This design comes from an exercise in tuning for small area, a short achievable clock period and few clock cycles per item on the open sky130 flow, not from production work.
Function was checked by simulation only, so behaviour that the tests miss may differ from the original.

== job 9469 ==
==> flow/design.v (excerpt) <==
module fc_top (
  input  logic        clk,
  input  logic        rst_n,
  input  logic        act_valid,
  input  logic [15:0] act_data,
  output logic        act_ready,
  input  logic        weight_valid,
  input  logic [23:0] weight_data,
  output logic        weight_ready,
  output logic        result_valid,
  output logic [48:0] result,
  input  logic        result_ready
);
export LEC_CHECK = 0
export ABC_CLOCK_PERIOD_IN_PS = 2600
export CAP_MARGIN = 20
export CORE_MARGIN = 2
export CORE_UTILIZATION = 40
export CTS_BUF_LIST = sky130_fd_sc_hd__clkbuf_4 sky130_fd_sc_hd__clkbuf_8
export CTS_CLUSTER_SIZE = 25
export PLACE_DENSITY = 0.6
export SETUP_SLACK_MARGIN = 3.4
export SLEW_MARGIN = 20
create_clock -name core_clock -period 6.0 [get_ports {clk}]
run.sh (not shown) runs the stock make flow with config.mk's settings and CLKGATE_MAP_FILE= SYNTH_SCRIPT=/design/flow/synth_recipe.tcl, a recipe that flattens the netlist after the stock synthesis.
Testbench counts of job 9469, summed over its fixed seeds: cycles 5,160, vectors 320.
--- input diff job 9469..job 4339 ---
==> flow/flow/run.sh (new file) <==
#!/bin/bash
# The standard layout (the standard.sh, unchanged synthesis and steps), with
# one change: the port buffers that placement inserts are plain buf_2 cells
# rather than the delay-cell buffers the resizer picks by default, which later
# repair (restricted to the same cell footprint) cannot resize.
set -euo pipefail
bash standard.sh "BUFFER_PORTS_ARGS=-buffer_cell sky130_fd_sc_hd__buf_2" finish > standard.log 2>&1
==> flow/standard.sh (new file) <==
#!/bin/bash
# synth_recipe.tcl (not shown) runs the flow's synth.tcl, then flattens the netlist and writes it again
# the make line also repeats each setting of config.mk as NAME=value (left out here)
make -C /OpenROAD-flow-scripts/flow DESIGN_CONFIG=/design/flow/config.mk WORK_HOME=/design/flow/orfs CLKGATE_MAP_FILE= SYNTH_SCRIPT=/design/flow/synth_recipe.tcl "${@:-finish}"
removed: flow/run.sh
[summary]
- Ratio of final minimum period to clock period, job 9469 and job 4339, higher one = job 4339.
- When job 4339 is measured against job 9469, its fraction of area in registers turns out 0.29 points higher.
- As of job 4339, DRC marker count from the first detailed-route iteration had fallen by more than 10% compared to job 9469.
- Between job 9469 and job 4339, the flow reports global placer's final weighted congestion increasing by a few percent.

v9:
fc_top, a different RTL version from the one above (not shown whole).
Size in the first run: about 2500 cells after synthesis, roughly 520 flip-flops, roughly 97 I/O pins.
Settings: LEC_CHECK=0, ABC_CLOCK_PERIOD_IN_PS=2600, CAP_MARGIN=20, CORE_MARGIN=2, CORE_UTILIZATION=40, CTS_BUF_LIST=sky130_fd_sc_hd__clkbuf_4 sky130_fd_sc_hd__clkbuf_8, CTS_CLUSTER_SIZE=25, PLACE_DENSITY=0.6, SETUP_SLACK_MARGIN=3.4, SLEW_MARGIN=20; clock period 6.0 ns.
Stock flow here: none of the scripts above is used.
v9 finished every step from synthesis to the final layout, and the layout passed the timing, DRC and antenna checks.
Testbench counts of v9, summed over its fixed seeds: cycles 5,160, vectors 320.
[inputs] v33 vs v9
Settings: changing SETUP_SLACK_MARGIN from 3.4 to 3.6.
Findings:
- Looking at highest signal layer in the routed design, the met4 result is from v9; the met5 one comes from v33.
- v33 against v9: sequential share of layout area lost 1.7 points; number of vias after detailed routing picked up an extra 638; share of the synthesized area in compound gates (AO/OA/AOI/OAI) neither gained nor lost much; utilization picked up an extra 2.6 points.
- v9 has a lower share of final-layout standard cells stronger than drive strength 1 than v33.
- [compare] base=v9 new=v33: routed wire length saw an increase; via density per instance rose by about 1%; final setup slack of the worst path now larger.
Relative to v33, the following input files were edited for v50:
Settings: changing SETUP_SLACK_MARGIN from 3.6 to 3.4; changing CORE_UTILIZATION from 40 to 65; removing CTS_CLUSTER_SIZE (formerly 25); changing PLACE_DENSITY from 0.6 to 0.75; removing CTS_BUF_LIST (formerly sky130_fd_sc_hd__clkbuf_4 sky130_fd_sc_hd__clkbuf_8).
--- outcome ---
The capturing element of the worst setup path comes out g_img[1].g_lane[2].cq[1] in one run and g_img[1].g_lane[2].acc[12] in the other, namely in v50 and v33 respectively. Compared with v33, in v50 detailed-routed wire length on met3 now smaller, final cell count without fillers lower.

Another version of the RTL of fc_top (not shown whole).
Size in the first run: about 2600 cells after synthesis, roughly 540 flip-flops, roughly 97 I/O pins.
clock: 6.0 ns
lec_check: 0
abc_clock_period_in_ps: 2600
cap_margin: 20
core_margin: 2
core_utilization: 40
cts_buf_list: sky130_fd_sc_hd__clkbuf_8 sky130_fd_sc_hd__clkbuf_16
cts_cluster_diameter: 80
cts_cluster_size: 24
place_density: 0.7
setup_slack_margin: 3.6
slew_margin: 20
standard.sh (not shown) runs the stock make flow with config.mk's settings and CLKGATE_MAP_FILE= SYNTH_SCRIPT=/design/flow/synth_recipe.tcl, a recipe that flattens the netlist after the stock synthesis.
==> flow/flow/run.sh <==
#!/bin/bash
# The standard layout (the standard.sh, unchanged synthesis and steps), with
# one change: the port buffers that placement inserts are plain buf_2 cells
# rather than the delay-cell buffers the resizer picks by default, which later
# repair (restricted to the same cell footprint) cannot resize.
set -euo pipefail
bash standard.sh "BUFFER_PORTS_ARGS=-buffer_cell sky130_fd_sc_hd__buf_2" finish > standard.log 2>&1
Testbench counts at the start, summed over its fixed seeds: cycles 5,160, vectors 320.
Then changed:
==> flow/run.sh (new file) <==
#!/bin/bash
# synth_recipe.tcl (not shown) runs the flow's synth.tcl, then flattens the netlist and writes it again
# the make line also repeats each setting of config.mk as NAME=value (left out here)
make -C /OpenROAD-flow-scripts/flow DESIGN_CONFIG=/design/flow/config.mk WORK_HOME=/design/flow/orfs CLKGATE_MAP_FILE= SYNTH_SCRIPT=/design/flow/synth_recipe.tcl finish
Settings changed: PLACE_DENSITY 0.7 to 0.6.
removed: flow/flow/run.sh
removed: flow/standard.sh
Cell count climbs by 0.51%.
Utilization went up by 0.86 points.
Worst setup slack is worse by 0.035 ns.

-- port drivers added, routing unchanged --
In the flow no input, the clock included, has a driving cell. The finished layouts below were timed again as built, in two steps.
Step 1 (the two cells are an assumption about what drives the block):
set clk [get_ports {clk}]
set_driving_cell -lib_cell sky130_fd_sc_hd__clkbuf_16 $clk
set_driving_cell -lib_cell sky130_fd_sc_hd__buf_2 [delete_from_list [all_inputs] $clk]
Step 2, shift: input delay + t, output delay - t, t = (earliest + latest rising clock arrival at the registers) / 2. This alone moves slack from input paths to output paths.
a / b / c = no drivers / after step 1 / after step 2; a / b = the first two.
run	t, ns	setup slack, ns	hold slack, ns	worst setup path at the end	cell pins on the clock port's net
job 9469	0.736	3.411 / 3.408 / 2.806	0.317 / 0.317 / 0.317	input to register	1
job 4339	0.734	3.371 / 3.371 / 3.132	0.302 / 0.302 / 0.302	input to register	1
v9	0.708	3.342 / 3.342 / 2.839	0.317 / 0.317 / 0.317	input to register	1
v33	0.738	3.397 / 3.397 / 3.000	0.319 / 0.319 / 0.319	input to register	1
v50	0.649	3.319 / 3.319 / 2.928	0.325 / 0.325 / 0.325	input to register	1
the first run of note 3	0.651	3.592 / 3.533 / 3.133	0.318 / 0.318 / 0.318	input to register	1
the second run of note 3	0.682	3.556 / 3.496 / 3.033	0.308 / 0.308 / 0.308	input to register	1
After both steps setup and hold are still met in every run listed. For job 9469, which loses most, drivers alone change the setup slack by -0.003 ns; drivers and shift together by -0.605 ns.
